This design comes from an exercise in tuning for small area, a short achievable clock period and few clock cycles per item on the open sky130 flow, not from production work.
Where RTL was checked, it was by simulation tests only, not by an equivalence proof against the original.
Power is estimated from default activity; no workload was simulated.

==> flow/design.v (excerpt) <==
module sorted_unique_set_engine (
  input  wire logic        clk,
  input  wire logic        rst_n,
  input  wire logic        in_valid,
  output logic             in_ready,
  input  wire logic [1:0]  in_kind,
  input  wire logic [31:0] in_value,
  output logic             out_valid,
  input  wire logic        out_ready,
  output logic             out_was_present,
  output logic [1:0]       out_status,
  output logic [4:0]       out_entry_count
);
  localparam int N = sus_pkg::CAPACITY;
  logic          rdy_r;
  logic          acc;
  logic          a_vld;
  logic [1:0]    a_kind;
  sus_pkg::val_t a_key;
  logic [N-1:0]  slot_vld;
  logic [N-1:0]  slot_vld_nxt;   
  logic [N-1:0]  eq_v;
  sus_pkg::cnt_t cnt_r;
  logic          b_vld;
  logic          b_ins, b_del;
  logic [N-1:0]  b_match;      
  logic          b_pre;        
  logic [N-1:0]  loc;          
  logic          present;
  logic          full;
  logic          do_ins, do_del;
  logic [N-1:0]  tgt;          
  logic [N-1:0]  spare;        
  logic [N-1:0]  spare_first;  
  logic [N-1:0]  tgt_nxt;
  sus_pkg::cnt_t cnt_nxt;
  logic [1:0]    status;
  logic [7:0]    res;
  assign in_ready = rdy_r;
  assign acc      = in_valid && rdy_r;
  for (genvar i = 0; i < N; i++) begin : g_cell
  ...
Size: roughly 1600 cells after synthesis, ~640 flip-flops, ~48 I/O pins.
==> flow/config.mk <==
export PLATFORM = sky130hd
export DESIGN_NAME = sorted_unique_set_engine
export DESIGN_NICKNAME = sorted_unique_set_engine
export VERILOG_FILES = /design/flow/design.v
export SDC_FILE = /design/flow/constraint.sdc
export NUM_CORES = 4
export LEC_CHECK = 0
export CAP_MARGIN = 20
export CORE_MARGIN = 2
export CORE_UTILIZATION = 40
export SETUP_SLACK_MARGIN = 3.7
export SLEW_MARGIN = 20
==> flow/constraint.sdc <==
create_clock -name core_clock -period 6.0 [get_ports {clk}]
set_input_delay 1.2000 -clock core_clock [delete_from_list [all_inputs] [get_ports {clk}]]
set_output_delay 1.2000 -clock core_clock [all_outputs]
set_load 0.01 [all_outputs]
run.sh (not shown) runs the stock make flow with config.mk's settings and CLKGATE_MAP_FILE= SYNTH_SCRIPT=/design/flow/synth_recipe.tcl, a recipe that flattens the netlist after the stock synthesis.
Testbench counts at the start, summed over its fixed seeds: cycles 32,024, items 32,000.
Edit:
Settings changed: ABC_AREA from default to 1.
Outcome:
- The new run went through all stages and came out clean
- routed wire length increases by about 16%
- cell area increases by about 6%
- hold slack barely changes
- cell count increases by 40%
- total power increases by 0.72%
- sequential cell count does not change
- die area increases by 8.4%

========
sorted_unique_set_engine, a different RTL version from the one above (not shown whole).
Size: ~1,600 cells after synthesis, ~48 I/O pins, ~25,000 µm² of cells after synthesis.
Design sorted_unique_set_engine, start of the top module:
module sorted_unique_set_engine (
  input  wire logic        clk,
  input  wire logic        rst_n,
  input  wire logic        in_valid,
  output logic             in_ready,
  input  wire logic [1:0]  in_kind,
  input  wire logic [31:0] in_value,
  output logic             out_valid,
  input  wire logic        out_ready,
  output logic             out_was_present,
  output logic [1:0]       out_status,
  output logic [4:0]       out_entry_count
);
  localparam int N = sus_pkg::CAPACITY;
  logic          rdy_r;
  logic          acc;
  logic [N-1:0]  slot_vld;
  logic [N-1:0]  a_eq;
  logic [N-1:0]  eq_v;
  sus_pkg::cnt_t cnt_r;
  logic          b_vld;
  logic          b_ins, b_del;
  sus_pkg::val_t b_key;
  logic [N-1:0]  b_match;      
  logic          same;         
  logic          present;
  logic          full;
  logic          do_ins, do_del;
  logic [N-1:0]  first_free;
  logic [N-1:0]  hit;
  sus_pkg::cnt_t cnt_nxt;
  logic [1:0]    status;
  logic [7:0]    res;
  assign in_ready = rdy_r;
  assign acc      = in_valid && rdy_r;
  for (genvar i = 0; i < N; i++) begin : g_cell
    sus_cell u_cell (
      .clk    (clk),
      .vld    (slot_vld[i]),
      .wr_key (b_key),
      .key    (in_value),
      .eq     (a_eq[i])
    );
    assign eq_v[i] = a_eq[i] || (first_free[i] && same);
    if (i == 0) begin : g_first
      assign first_free[i] = !slot_vld[i];
    end else begin : g_rest
      assign first_free[i] = !slot_vld[i] && (&slot_vld[i-1:0]);
    end
  end
  assign same = in_value == b_key;
  always_ff @(posedge clk) begin
    b_vld   <= rst_n && acc;
    b_ins   <= in_kind == sus_pkg::KIND_INSERT;
  ...
clock: 6.0 ns
lec_check: 0
cap_margin: 20
core_margin: 2
core_utilization: 40
setup_slack_margin: 3.0
slew_margin: 20
Then changed:
- SETUP_SLACK_MARGIN: 3.0 -> 3.5
What happened: The changed run completed with no timing, DRC or antenna violations. Setup slack improves by 0.58 ns. Design area came out higher by a few percent. Die area is unchanged. Total power climbs by a few percent. Sequential share of layout area falls by 1.9 points. Fmax goes up by a quarter to a third.
Function was not checked in any run of this note: the RTL went through the layout flow alone.

========
## main
The RTL this note starts from:
==> flow/design.v <==
`default_nettype none
package sus_pkg;
  localparam int CAPACITY = 16;
  localparam int CNT_W    = $clog2(CAPACITY + 1);
  localparam int VAL_W    = 32;
  localparam logic [1:0] KIND_SEARCH = 2'd0;
  localparam logic [1:0] KIND_INSERT = 2'd1;
  localparam logic [1:0] KIND_DELETE = 2'd2;
  localparam logic [1:0] KIND_SPARE  = 2'd3;
  localparam logic [1:0] ST_DONE  = 2'd0;
  localparam logic [1:0] ST_NOCHG = 2'd1;
  localparam logic [1:0] ST_FULL  = 2'd2;
  typedef logic [VAL_W-1:0] val_t;
  typedef logic [CNT_W-1:0] cnt_t;
endpackage
`default_nettype wire
`default_nettype none
module sus_cell (
  input  wire logic          clk,
  input  wire logic          vld_nxt,
  input  wire sus_pkg::val_t key,
  output logic               eq
);
  sus_pkg::val_t val_r;
  assign eq = (val_r == key);
  always_ff @(posedge clk) begin
    if (!vld_nxt) val_r <= key;
  end
endmodule
`default_nettype wire
`default_nettype none
module sorted_unique_set_engine (
  input  wire logic        clk,
  input  wire logic        rst_n,
  input  wire logic        in_valid,
  output logic             in_ready,
  input  wire logic [1:0]  in_kind,
  input  wire logic [31:0] in_value,
  output logic             out_valid,
  input  wire logic        out_ready,
  output logic             out_was_present,
  output logic [1:0]       out_status,
  output logic [4:0]       out_entry_count
);
  localparam int N = sus_pkg::CAPACITY;
  logic          rdy_r;
  logic          acc;
  logic          a_vld;
  logic [1:0]    a_kind;
  sus_pkg::val_t a_key;
  logic [N-1:0]  slot_vld;
  logic [N-1:0]  slot_vld_nxt;   
  logic [N-1:0]  eq_v;
  sus_pkg::cnt_t cnt_r;
  logic          b_vld;
  logic          b_ins, b_del;
  logic [N-1:0]  b_match;      
  logic          b_pre;        
  logic          b_same;       
  logic [N-1:0]  o_loc;        
  logic          o_after;      
  logic          a_pre, a_same;
  logic [N-1:0]  loc;          
  logic          present;
  logic          full;
  logic          do_ins, do_del;
  logic [N-1:0]  first_free;
  sus_pkg::cnt_t cnt_nxt;
  logic [1:0]    status;
  logic [7:0]    res;
  assign in_ready = rdy_r;
  assign acc      = in_valid && rdy_r;
  for (genvar i = 0; i < N; i++) begin : g_cell
    sus_cell u_cell (
      .clk     (clk),
      .vld_nxt (slot_vld_nxt[i]),
      .key     (a_key),
      .eq      (eq_v[i])
    );
    if (i == 0) begin : g_first
      assign first_free[i] = !slot_vld[i];
    end else begin : g_rest
      assign first_free[i] = !slot_vld[i] && (&slot_vld[i-1:0]);
    end
  end
  assign a_pre  = |(eq_v & slot_vld);
  assign a_same = b_vld && ((|(eq_v & ~slot_vld)) || (|(eq_v & loc)));
  always_ff @(posedge clk) begin
    a_vld   <= rst_n && acc;
    a_kind  <= in_kind;
    a_key   <= in_value;
    b_vld   <= rst_n && a_vld;
    b_ins   <= a_kind == sus_pkg::KIND_INSERT;
    b_del   <= a_kind == sus_pkg::KIND_DELETE;
    b_match <= eq_v & slot_vld;
    b_pre   <= a_pre;
    b_same  <= a_same;
    o_loc   <= b_del ? '0 : (do_ins ? first_free : loc);
    o_after <= !b_del && (present || do_ins);
  end
  assign loc     = b_same ? o_loc : b_match;
  assign present = b_same ? o_after : b_pre;
  assign full    = cnt_r[sus_pkg::CNT_W-1];
  assign do_ins  = b_vld && b_ins && !present && !full;
  assign do_del  = b_vld && b_del && present;
  assign slot_vld_nxt = (slot_vld & ~({N{b_vld && b_del}} & loc))
                      | ({N{do_ins}} & first_free);
  always_comb begin
    cnt_nxt = cnt_r;
    if (do_ins) cnt_nxt = cnt_r + 1'b1;
    if (do_del) cnt_nxt = cnt_r - 1'b1;
  end
  always_comb begin
    status = sus_pkg::ST_DONE;
    if (b_ins) begin
      if (present)   status = sus_pkg::ST_NOCHG;
      else if (full) status = sus_pkg::ST_FULL;
    end else if (b_del) begin
      if (!present)  status = sus_pkg::ST_NOCHG;
    end
  end
  assign res = {present, status, cnt_nxt};
  always_ff @(posedge clk) begin
    if (!rst_n) begin
      slot_vld <= '0;
      cnt_r    <= '0;
    end else begin
      slot_vld <= slot_vld_nxt;
      cnt_r    <= cnt_nxt;
    end
  end
  localparam int D = 4;
  logic [D-1:0]       q_vld;
  logic [D-1:0][7:0]  q_dat;
  logic               pop;
  logic [D-1:0]       q_sh;      
  logic [D-1:0]       q_vld_nxt;
  assign pop  = q_vld[0] && out_ready;
  assign q_sh = pop ? {1'b0, q_vld[D-1:1]} : q_vld;
  assign q_vld_nxt = b_vld ? {q_sh[D-2:0], 1'b1} : q_sh;
  always_ff @(posedge clk) begin
    if (!rst_n) begin
      q_vld <= '0;
      rdy_r <= 1'b1;
    end else begin
      q_vld <= q_vld_nxt;
      rdy_r <= !q_vld_nxt[D-1]
            && !(q_vld_nxt[D-2] && (acc || a_vld))
            && !(q_vld_nxt[D-3] && acc && a_vld);
    end
  end
  for (genvar p = 0; p < D; p++) begin : g_q
    logic [7:0] nxt;    
    if (p < D - 1) begin : g_sh
      assign nxt = pop ? q_dat[p+1] : q_dat[p];
    end else begin : g_last
      assign nxt = q_dat[p];
    end
    always_ff @(posedge clk) begin
      q_dat[p] <= q_sh[p] ? nxt : res;
    end
  end
  assign out_valid       = q_vld[0];
  assign out_was_present = q_dat[0][7];
  assign out_status      = q_dat[0][6:5];
  assign out_entry_count = q_dat[0][4:0];
endmodule
`default_nettype wire
clock: 6.0 ns
lec_check: 0
abc_area: 1
cap_margin: 20
core_margin: 2
core_utilization: 40
setup_slack_margin: 3.65
slew_margin: 20
main went all the way through the flow, and no timing, DRC or antenna check failed.
--- input diff main..the feature branch ---
--- a/flow/config.mk
+++ b/flow/config.mk
@@ -7,3 +7,2 @@
 export LEC_CHECK = 0
-export ABC_AREA = 1
 export CAP_MARGIN = 20
@@ -11,3 +10,3 @@
 export CORE_UTILIZATION = 40
-export SETUP_SLACK_MARGIN = 3.65
+export SETUP_SLACK_MARGIN = 3.8
 export SLEW_MARGIN = 20
### Flow results
In the flow results for main and the feature branch, the non-clock buffer count in the final layout is smaller on main. The half-perimeter wire length after detailed placement in the feature branch is 1.14 times that in main. main ended up with out_ready as its start point of the critical path; the feature branch ended up with b_same. Cell with the biggest individual delay on the critical path: sky130_fd_sc_hd__or4_4 -> the feature branch, sky130_fd_sc_hd__clkdlybuf4s50_1 -> main. Total chip power delta (the feature branch − main): unfavourable. Taking main as the reference, in the feature branch peak supply drop has increased, total wire length went up. Looking at wire length of the first global-routing pass, the feature branch sits about 18% higher than main does. Compared the feature branch vs main, and footprint of the flip-flops and latches is up in the feature branch.
No functional check of the RTL was part of any run of this note.

[afterwards: timing with drivers on the ports]
How much do the figures lean on ideal ports? The routed layouts below were timed once more, with nothing changed but the port constraints. Step 1 assumes that a clkbuf_16 drives the clock port and a buf_2 every other input. Step 2 also shifts input and output timing later by t, the mid clock arrival at the registers, as if the neighbouring blocks saw the same clock. Slacks: no drivers / after step 1 / after step 2; pairs: no drivers / after step 1.
run	shift t [ns]	slack for setup (ns)	worst setup path after step 2	worst slew at a driven data input, ns	cell pins on the clock port's net
the first run of note 1	0.641	3.655 / 3.640 / 3.107	input to register	0.05	1
the second run of note 1	0.659	3.663 / 3.602 / 3.113	input to register	0.04	1
the first run of note 2	0.679	2.923 / 2.956 / 2.277	input to register	0.05	1
the second run of note 2	0.648	3.504 / 3.503 / 2.892	input to register	0.05	1
main	0.669	3.613 / 3.620 / 2.974	input to register	0.04	1
the feature branch	0.657	3.454 / 3.454 / 3.256	input to register	0.05	1
After both steps setup and hold are still met in every run listed. The setup slack of the first run of note 2, which loses most, moves by +0.033 ns with the drivers and by -0.646 ns with both steps.
